From an optimization exercise on the open Yosys and OpenROAD flow, aimed at small area and a short achievable clock period; shortcuts taken in it are not production practice. Only simulation tests tie the RTL to the original design; equivalence was not proved. Power and IR drop assume default switching activity.

--- flow/design.v ---
package consolite_pkg;
   localparam int word_bits   = 16;
   localparam int addr_bits   = 16;
   localparam int instr_bits  = 32;
   localparam int instr_bytes = 4;
   localparam int num_regs    = 16;
   localparam int status_bits = 12;
   typedef logic [word_bits-1:0]        word_t;
   typedef logic [addr_bits-1:0]        addr_t;
   typedef logic [instr_bits-1:0]       instr_t;
   typedef logic [$clog2(num_regs)-1:0] reg_idx_t;
   localparam logic [status_bits-1:0] status_default      = 12'h000;
   localparam logic [status_bits-1:0] status_invalid_base = 12'h800;
   typedef enum logic [7:0] {
      op_nop, op_load, op_loadi, op_mov, op_movi,
      op_add, op_sub, op_and, op_or, op_xor,
      op_shl, op_shra, op_shrl, op_cmp, op_tst,
      op_stor, op_stori,
      op_jmp, op_jmpi,
      op_jeq, op_jne, op_jg, op_jge, op_ja, op_jae,
      op_jl, op_jle, op_jb, op_jbe, op_jo, op_jno,
      op_js, op_jns
   } opcode_t;
   typedef struct packed {
      logic overflow;
      logic carry;
      logic zero;
      logic sign;
   } flags_t;
   typedef enum logic [2:0] {
      st_pre_boot,
      st_executing,
      st_wr_wait,
      st_rd_wait,
      st_halt
   } ctrl_state_t;
endpackage
`timescale 1ns/1ps
module register_file (
   input  logic                    clk,
   input  logic                    rst_n,
   input  consolite_pkg::reg_idx_t rd_idx_a,
   input  consolite_pkg::reg_idx_t rd_idx_b,
   output consolite_pkg::word_t    rd_data_a,
   output consolite_pkg::word_t    rd_data_b,
   input  logic                    wr_en,
   input  consolite_pkg::reg_idx_t wr_idx,
   input  consolite_pkg::word_t    wr_data
);
   consolite_pkg::word_t regs [consolite_pkg::num_regs];
   always_ff @(posedge clk or negedge rst_n) begin
      if (!rst_n) begin
         for (int i = 0; i < consolite_pkg::num_regs; i++) begin
            regs[i] <= '0;
         end
      end else if (wr_en) begin
         regs[wr_idx] <= wr_data;
      end
   end
   assign rd_data_a = regs[rd_idx_a];
   assign rd_data_b = regs[rd_idx_b];
endmodule
`timescale 1ns/1ps
module alu (
   input  consolite_pkg::opcode_t opcode,
   input  consolite_pkg::word_t   dest,
   input  consolite_pkg::word_t   src,
   output consolite_pkg::word_t   result,
   output consolite_pkg::flags_t  flags_next
);
   localparam int msb = consolite_pkg::word_bits - 1;
   logic [consolite_pkg::word_bits:0] wide;
   consolite_pkg::word_t              shra_val;
   assign shra_val = $signed(dest) >>> src;
   always_comb begin
      case (opcode)
         consolite_pkg::op_add:  wide = {1'b0, dest} + {1'b0, src};
         consolite_pkg::op_sub,
         consolite_pkg::op_cmp:  wide = {1'b0, dest} - {1'b0, src};
         consolite_pkg::op_and,
         consolite_pkg::op_tst:  wide = {1'b0, dest & src};
         consolite_pkg::op_or:   wide = {1'b0, dest | src};
         consolite_pkg::op_xor:  wide = {1'b0, dest ^ src};
         consolite_pkg::op_shl:  wide = {1'b0, dest << src};
         consolite_pkg::op_shra: wide = {1'b0, shra_val};
         consolite_pkg::op_shrl: wide = {1'b0, dest >> src};
         default:                wide = '0;
      endcase
   end
   assign result = wide[msb:0];
   always_comb begin
      if (opcode == consolite_pkg::op_add) begin
         flags_next.overflow = (dest[msb] & src[msb] & ~wide[msb]) |
                               (~dest[msb] & ~src[msb] & wide[msb]);
      end else if (opcode == consolite_pkg::op_sub ||
                   opcode == consolite_pkg::op_cmp) begin
         flags_next.overflow = (dest[msb] & ~src[msb] & ~wide[msb]) |
                               (~dest[msb] & src[msb] & wide[msb]);
      end else begin
         flags_next.overflow = 1'b0;
      end
      flags_next.carry = wide[consolite_pkg::word_bits];
      flags_next.zero  = (wide[msb:0] == '0);
      flags_next.sign  = wide[msb];
   end
endmodule
`timescale 1ns/1ps
module flag_unit (
   input  logic                   clk,
   input  logic                   rst_n,
   input  logic                   accept,
   input  consolite_pkg::opcode_t opcode,
   input  consolite_pkg::flags_t  flags_next,
   output logic                   branch_taken
);
   consolite_pkg::flags_t flags_q;
   always_ff @(posedge clk or negedge rst_n) begin
      if (!rst_n) begin
         flags_q <= '0;
      end else if (accept) begin
         case (opcode)
            consolite_pkg::op_add, consolite_pkg::op_sub,
            consolite_pkg::op_cmp, consolite_pkg::op_tst: flags_q <= flags_next;
            default:                                      flags_q <= '0;
         endcase
      end
   end
   always_comb begin
      case (opcode)
         consolite_pkg::op_jmp,
         consolite_pkg::op_jmpi: branch_taken = 1'b1;
         consolite_pkg::op_jeq:  branch_taken = flags_q.zero;
         consolite_pkg::op_jne:  branch_taken = !flags_q.zero;
         consolite_pkg::op_jg:   branch_taken = !flags_q.zero && (flags_q.sign == flags_q.overflow);
         consolite_pkg::op_jge:  branch_taken = (flags_q.sign == flags_q.overflow);
         consolite_pkg::op_ja:   branch_taken = !flags_q.carry && !flags_q.zero;
         consolite_pkg::op_jae:  branch_taken = !flags_q.carry;
         consolite_pkg::op_jl:   branch_taken = (flags_q.sign != flags_q.overflow);
         consolite_pkg::op_jle:  branch_taken = (flags_q.sign != flags_q.overflow) || flags_q.zero;
         consolite_pkg::op_jb:   branch_taken = flags_q.carry;
         consolite_pkg::op_jbe:  branch_taken = flags_q.carry || flags_q.zero;
         consolite_pkg::op_jo:   branch_taken = flags_q.overflow;
         consolite_pkg::op_jno:  branch_taken = !flags_q.overflow;
         consolite_pkg::op_js:   branch_taken = flags_q.sign;
         consolite_pkg::op_jns:  branch_taken = !flags_q.sign;
         default:                branch_taken = 1'b0;
      endcase
   end
endmodule
`timescale 1ns/1ps
module control_unit (
   input  logic                                   clk,
   input  logic                                   rst_n,
   input  logic                                   boot_done,
   input  logic                                   instr_valid,
   input  consolite_pkg::instr_t                  cur_instr,
   output consolite_pkg::addr_t                   instr_ptr,
   output logic [consolite_pkg::status_bits-1:0]  status,
   output logic                                   cache_wr_en,
   output consolite_pkg::addr_t                   cache_wr_addr,
   output consolite_pkg::word_t                   cache_wr_data,
   input  logic                                   cache_wr_done,
   output logic                                   cache_rd_en,
   output consolite_pkg::addr_t                   cache_rd_addr,
   input  consolite_pkg::word_t                   cache_rd_data,
   input  logic                                   cache_rd_done,
   output consolite_pkg::opcode_t                 opcode,
   output consolite_pkg::reg_idx_t                rd_idx_a,
   output consolite_pkg::reg_idx_t                rd_idx_b,
   input  consolite_pkg::word_t                   dest,
   input  consolite_pkg::word_t                   src,
   input  consolite_pkg::word_t                   alu_result,
   output logic                                   accept,
   input  logic                                   branch_taken,
   output logic                                   reg_wr_en,
   output consolite_pkg::reg_idx_t                reg_wr_idx,
   output consolite_pkg::word_t                   reg_wr_data
);
   consolite_pkg::ctrl_state_t state;
   consolite_pkg::reg_idx_t    reg1;
   consolite_pkg::reg_idx_t    load_reg;
   consolite_pkg::word_t       arg_a;
   consolite_pkg::word_t       arg_b;
   consolite_pkg::addr_t       next_ptr;
   logic wr_req, rd_req, wr_issue, rd_issue, stall, invalid, rd_finish;
   assign opcode   = consolite_pkg::opcode_t'(cur_instr[31:24]);
   assign reg1     = cur_instr[19:16];
   assign rd_idx_a = reg1;
   assign rd_idx_b = cur_instr[11:8];
   assign arg_a    = cur_instr[23:8];
   assign arg_b    = cur_instr[15:0];
   assign accept  = (state == consolite_pkg::st_executing) && instr_valid;
   assign invalid = accept && (cur_instr[31:24] > 8'(consolite_pkg::op_jns));
   assign wr_req   = accept && (opcode == consolite_pkg::op_stor ||
                                opcode == consolite_pkg::op_stori);
   assign rd_req   = accept && (opcode == consolite_pkg::op_load ||
                                opcode == consolite_pkg::op_loadi);
   assign wr_issue = wr_req && cache_wr_done;
   assign rd_issue = rd_req && cache_rd_done;
   assign stall    = (wr_req && !cache_wr_done) || (rd_req && !cache_rd_done);
   assign rd_finish = (state == consolite_pkg::st_rd_wait) && cache_rd_done && !cache_rd_en;
   always_comb begin
      if (!branch_taken) begin
         next_ptr = instr_ptr + consolite_pkg::addr_t'(consolite_pkg::instr_bytes);
      end else if (opcode == consolite_pkg::op_jmp) begin
         next_ptr = dest;
      end else begin
         next_ptr = arg_a;
      end
   end
   always_comb begin
      reg_wr_en   = 1'b0;
      reg_wr_idx  = reg1;
      reg_wr_data = alu_result;
      if (rd_finish) begin
         reg_wr_en   = 1'b1;
         reg_wr_idx  = load_reg;
         reg_wr_data = cache_rd_data;
      end else if (accept) begin
         case (opcode)
            consolite_pkg::op_mov: begin
               reg_wr_en   = 1'b1;
               reg_wr_data = src;
            end
            consolite_pkg::op_movi: begin
               reg_wr_en   = 1'b1;
               reg_wr_data = arg_b;
            end
            consolite_pkg::op_add, consolite_pkg::op_sub, consolite_pkg::op_and,
            consolite_pkg::op_or, consolite_pkg::op_xor, consolite_pkg::op_shl,
            consolite_pkg::op_shra, consolite_pkg::op_shrl: reg_wr_en = 1'b1;
            default: reg_wr_en = 1'b0;
         endcase
      end
   end
   always_ff @(posedge clk or negedge rst_n) begin
      if (!rst_n) begin
         state       <= consolite_pkg::st_pre_boot;
         instr_ptr   <= '0;
         status      <= consolite_pkg::status_default;
         cache_wr_en <= 1'b0;
         cache_rd_en <= 1'b0;
      end else begin
         cache_wr_en <= 1'b0;
         cache_rd_en <= 1'b0;
         case (state)
            consolite_pkg::st_pre_boot: begin
               if (boot_done) begin
                  state <= consolite_pkg::st_executing;
               end
            end
            consolite_pkg::st_executing: begin
               if (invalid) begin
                  status <= consolite_pkg::status_invalid_base | {4'h0, cur_instr[31:24]};
                  state  <= consolite_pkg::st_halt;
               end else if (accept && !stall) begin
                  instr_ptr <= next_ptr;
                  if (wr_issue) begin
                     cache_wr_en <= 1'b1;
                     state       <= consolite_pkg::st_wr_wait;
                  end else if (rd_issue) begin
                     cache_rd_en <= 1'b1;
                     state       <= consolite_pkg::st_rd_wait;
                  end
               end
            end
            consolite_pkg::st_wr_wait: begin
               if (cache_wr_done && !cache_wr_en) begin
                  state <= consolite_pkg::st_executing;
               end
            end
            consolite_pkg::st_rd_wait: begin
               if (rd_finish) begin
                  state <= consolite_pkg::st_executing;
               end
            end
            default: state <= consolite_pkg::st_halt;
         endcase
      end
   end
   always_ff @(posedge clk) begin
      if (wr_issue) begin
         cache_wr_data <= dest;
         cache_wr_addr <= (opcode == consolite_pkg::op_stori) ? arg_b : src;
      end
      if (rd_issue) begin
         cache_rd_addr <= (opcode == consolite_pkg::op_loadi) ? arg_b : src;
         load_reg      <= reg1;
      end
   end
endmodule
`timescale 1ns/1ps
module processor (
   input  logic                                   clk,
   input  logic                                   rst_n,
   input  logic                                   boot_done,
   output logic [consolite_pkg::status_bits-1:0]  status,
   output consolite_pkg::addr_t                   instr_ptr,
   input  logic                                   instr_valid,
   input  consolite_pkg::instr_t                  cur_instr,
   output logic                                   cache_wr_en,
   output consolite_pkg::addr_t                   cache_wr_addr,
   output consolite_pkg::word_t                   cache_wr_data,
   input  logic                                   cache_wr_done,
   output logic                                   cache_rd_en,
   output consolite_pkg::addr_t                   cache_rd_addr,
   input  consolite_pkg::word_t                   cache_rd_data,
   input  logic                                   cache_rd_done
);
   consolite_pkg::opcode_t  opcode;
   consolite_pkg::reg_idx_t rd_idx_a;
   consolite_pkg::reg_idx_t rd_idx_b;
   consolite_pkg::word_t    dest;
   consolite_pkg::word_t    src;
   consolite_pkg::word_t    alu_result;
   consolite_pkg::flags_t   flags_next;
   logic                    accept;
   logic                    branch_taken;
   logic                    reg_wr_en;
   consolite_pkg::reg_idx_t reg_wr_idx;
   consolite_pkg::word_t    reg_wr_data;
   control_unit i_control_unit (
      .clk           (clk),
      .rst_n         (rst_n),
      .boot_done     (boot_done),
      .instr_valid   (instr_valid),
      .cur_instr     (cur_instr),
      .instr_ptr     (instr_ptr),
      .status        (status),
      .cache_wr_en   (cache_wr_en),
      .cache_wr_addr (cache_wr_addr),
      .cache_wr_data (cache_wr_data),
      .cache_wr_done (cache_wr_done),
      .cache_rd_en   (cache_rd_en),
      .cache_rd_addr (cache_rd_addr),
      .cache_rd_data (cache_rd_data),
      .cache_rd_done (cache_rd_done),
      .opcode        (opcode),
      .rd_idx_a      (rd_idx_a),
      .rd_idx_b      (rd_idx_b),
      .dest          (dest),
      .src           (src),
      .alu_result    (alu_result),
      .accept        (accept),
      .branch_taken  (branch_taken),
      .reg_wr_en     (reg_wr_en),
      .reg_wr_idx    (reg_wr_idx),
      .reg_wr_data   (reg_wr_data)
   );
   register_file i_register_file (
      .clk       (clk),
      .rst_n     (rst_n),
      .rd_idx_a  (rd_idx_a),
      .rd_idx_b  (rd_idx_b),
      .rd_data_a (dest),
      .rd_data_b (src),
      .wr_en     (reg_wr_en),
      .wr_idx    (reg_wr_idx),
      .wr_data   (reg_wr_data)
   );
   alu i_alu (
      .opcode     (opcode),
      .dest       (dest),
      .src        (src),
      .result     (alu_result),
      .flags_next (flags_next)
   );
   flag_unit i_flag_unit (
      .clk          (clk),
      .rst_n        (rst_n),
      .accept       (accept),
      .opcode       (opcode),
      .flags_next   (flags_next),
      .branch_taken (branch_taken)
   );
endmodule
--- flow/run.sh ---
#!/bin/bash
# synth_recipe.tcl (not shown) runs the flow's synth.tcl, then flattens the netlist and writes it again
# the make line also repeats each setting of config.mk as NAME=value (left out here)
make -C /OpenROAD-flow-scripts/flow DESIGN_CONFIG=/design/flow/config.mk WORK_HOME=/design/flow/orfs CLKGATE_MAP_FILE= SYNTH_SCRIPT=/design/flow/synth_recipe.tcl finish
--- flow/config.mk ---
export PLATFORM = sky130hd
export DESIGN_NAME = processor
export DESIGN_NICKNAME = processor
export VERILOG_FILES = /design/flow/design.v
export SDC_FILE = /design/flow/constraint.sdc
export NUM_CORES = 4
export LEC_CHECK = 0
export CAP_MARGIN = 20
export CORE_MARGIN = 2
export CORE_UTILIZATION = 40
export SLEW_MARGIN = 20
--- flow/constraint.sdc ---
create_clock -name core_clock -period 7.0 [get_ports {clk}]
set_input_delay 1.4000 -clock core_clock [delete_from_list [all_inputs] [get_ports {clk}]]
set_output_delay 1.4000 -clock core_clock [all_outputs]
set_load 0.01 [all_outputs]
==> impl_metrics.yaml <==
run_status:
  outcome: "finished clean"
drt:
  avgRoutedWirePerCell_um: 32.0
  vias_per_cell: 6.44
  first_pass_iters: 6
  ant_nets: 0
  drt-total-wl_um: 120000
  drc: 0
  drtIter0Drc: 2700
  num_vias: 24100
placement:
  numPortBuffers: 128
  pre_cts_slack_ps: 69.5
  dp_hpwl_um: 89300
  place_congestion: 1.02
  place_inst: 3668
global_routing:
  grt_max_degree: 117
  overflow: 0
  grt_pass1_vias: 23800
  grt_pass1_wl_um: 171000
  grt_util_all_layers_pct: 39.5
  antenna_found_initial: 4
pwr:
  p_per_area_mw_per_mm2: 191
  pwr-share-clk_pct: 41.1
  combPwrFrac_pct: 19.3
  pwr-share-seq_pct: 39.5
  ir_worst_vdd_v: 0.000190
  netSwitchingPower_mw: 1.62
  p_sw_share_pct: 30.3
  leakagePower_nw: 11.4
  internal_power_mw: 3.74
die:
  io_pins: 132
  die_x_um: 245
  core_mm2: 0.0575
  die_h_um: 245
  start_util_pct: 40.4
  die_area_mm2: 0.0600
  rows: 88
clock_tree:
  path_clk_slew_ps: 60
  cts_setup_buffers: 0
  clk_latency_ps: 610
  root_buffer: "clkbuf_16"
  clock-sinks: 342
  htreeDepth: 2
  cts_resized: 0
  cts_buffers: 41
  clk_path_buf_depth: 3
  ctsHoldBuffers: 0
  cts_tree: "done"
run:
  max-cap-violations: 0
critical_path:
  r2r_cells: 23
  critPathCaptureType: "register"
  timing.rr.end: "i_register_file.regs[11][14]"
  critPathKind: "input port to register"
  r2r_start: "i_register_file.regs[7][1]"
  critPathLaunchType: "input port"
  cp.required_ps: 7440
  arrival_ps: 6920
  path_max_fanout: 24
  reg2reg_slack_ps: 1590
logic_synthesis:
  synth-async-reset-ratio_pct: 84.8
  ys_warn_count: 5
  syn_area_per_cell_um2: 8.53
  synth_top_area_share_pct: 31.3
  synth_ff_type: "dfrtp_1"
  synth_seq_area_share_pct: 38.0
  syn_area_mm2: 0.0232
  synthCells: 2720
  synth_edf_count: 52
  ys_types: 108
  synth_seq_cells: 342
  synth_top_cells_by_area: "dfrtp_1 31%, o21ai_0 7.9%, nand2_1 7.3%"
  yosys.area.top_type: "dfrtp_1"
layout:
  final_util_pct: 48.9
  largest_reg_flops: 256
  layout.nets: 3054
  final_layout_size_suffix_gt1_share_pct: 16.2
  top_register: "i_register_file.regs"
  layoutNonFillerInstCount: 3741
  syn_to_final_growth_pct: 21.0
timing:
  fin_crit_sh_pct: 92.5
  finalSetupViolCount: 0
  rsz0062_at_grt: "false"
  period_needed_ps: 6480
  finClkSkew_ps: 41.8
  tightest_slew_ps: 1130
  maxClockFrequency_mhz: 154
  setup_tns_ps: 0
  drv_slew: 0
  slew_headroom_pct: 24.3
  hold_viol: 0
  worst_slack_ps: 523
min_path:
  hold_path_startpoint: "i_control_unit.status[11]"
  hold_depth: 1
  hold_class: "register to register"
  holdPathEnd: "i_control_unit.status[11]"
==> synth_stat cells, types with 41 or more instances <==
master    count
nand3_1      67
a22oi_1      64
inv_1        43
mux2i_1      72
nor2b_1      41
buf_2        52
o211ai_1     55
o21ai_0     365
a21oi_1     120
nand2_1     452
clkbuf_1    116
nor2_1      132
dfrtp_1     290
mux2_2       41
ha_1         52
edfxtp_1     52
==> metrics by stage <==
step	hold WS [ps]	power, mW	cell area [um^2]
after detailed placement	454	3.16	26700
after global placement	453	3.16	26700
final	479	5.36	28100
after CTS	480	5.35	28000
after floorplan	454	2.64	23200
after global routing	510	5.53	28100
==> cells in the final DEF, fill, tap and decap left out, types with 16 or more instances in the layout <==
cell type	n
buf_4	264
a21oi_1	120
buf_12	23
edfxtp_1	52
clkbuf_16	43
nand3_1	67
a32oi_1	22
a22oi_1	64
ha_1	52
a22o_1	21
a31oi_1	31
mux2i_1	72
clkdlybuf4s50_1	119
inv_1	43
nor2b_1	41
nand2_1	439
o221ai_1	16
o21ai_1	38
nor3_1	34
xnor2_1	24
o21ai_0	360
nor2_1	130
nand2b_1	26
o22ai_1	20
mux2_2	41
a221oi_1	22
and3_1	20
nand4_1	17
nand3b_1	26
dfrtp_1	290
o211ai_1	55
==> power groups by stage <==
stage | sequential, mW | clock [mW] | combinational [mW]
floorplan | 2.16 | 0 | 0.475
global placement | 2.15 | 0 | 1.01
detailed placement | 2.15 | 0 | 1.01
CTS | 2.12 | 2.22 | 1.01
global route | 2.13 | 2.32 | 1.08
finish | 2.12 | 2.20 | 1.04
==> per-layer routing <==
layer | vias up | wire length (um) | track usage (%) | part of all wire [%]
met5 | - | 32 | 0 | 0.027
met4 | 4 | 9300 | 26.0 | 7.8
met3 | 420 | 9140 | 6.02 | 7.6
met2 | 1370 | 54900 | 64.0 | 46
met1 | 11800 | 46400 | 49.0 | 39
li1 | 10500 | - | - | -
==> logic make-up after synthesis <==
logic type	share of synthesized area, %
and+or+nand+nor	20.2
AOI/OAI and AO/OA	26.1
DFF	38.0
buffers and inverters	6.32
muxes	5.48
adders and majority gates	2.89
xor gates and xnor gates	1.02
other	0.0162
==> area by class of cell <==
class	count	area (um^2)
diodes	2	5.00
clock buffers	55	1180
clock inverters	15	185
fillers	5558	29400
inverters	53	204
multi-input cells	2096	13000
flip-flops and latches	342	8820
well taps	765	957
repair buffers	413	3700
==> worst max-delay path by stage <==
stage	start	to	slack [ps]	cells past startpoint
global route	cur_instr[10]	i_register_file.regs[7][15]	210	22
global placement	cur_instr[8]	i_register_file.regs[13][14]	60	23
CTS	cur_instr[10]	i_register_file.regs[7][15]	650	22
floorplan	cur_instr[9]	i_flag_unit.flags_q[1]	130	29
detailed placement	cur_instr[10]	i_register_file.regs[7][15]	70	22
finish	cur_instr[10]	i_register_file.regs[7][15]	520	22
==> worst max-delay path, stage by stage <==
cell,delay [ps]
buf_2,430
buf_4,400
inv_4,160
a32oi_2,220
o22ai_1,150
o32ai_4,550
nand4_4,270
nor2_1,320
a41oi_1,190
xnor2_1,170
ha_1,350
a21oi_1,140
o22a_1,160
o22ai_1,70
a2111oi_0,440
o21ai_0,160
a211oi_1,300
o21ai_1,160
or3_1,380
o21ai_1,160
buf_12,190
o21ai_0,120

## separate check: timing with driven ports
Ports are ideal in the flow. The routed layout listed here was re-timed in OpenROAD. Step 1, drivers: a clkbuf_16 drives clk and a buf_2 each remaining input, both assumed. Step 2 also shifts input and output timing later by t, the mid clock arrival at the registers, as if the neighbouring blocks saw the same clock. Slacks: ideal / step 1 / step 2; pairs: ideal / step 1.
t (ns): 0.653
setup WS [ns]: 0.523 / 0.522 / -0.132
worst setup path after step 2: input to register
clock arrival spread, ns: 0.043 / 0.043
cell pins on the clock port's net: 1
With both steps, setup timing fails in this run, where it was met with ideal ports. For this run, drivers alone change the setup slack by -0.001 ns; drivers and shift together by -0.655 ns.
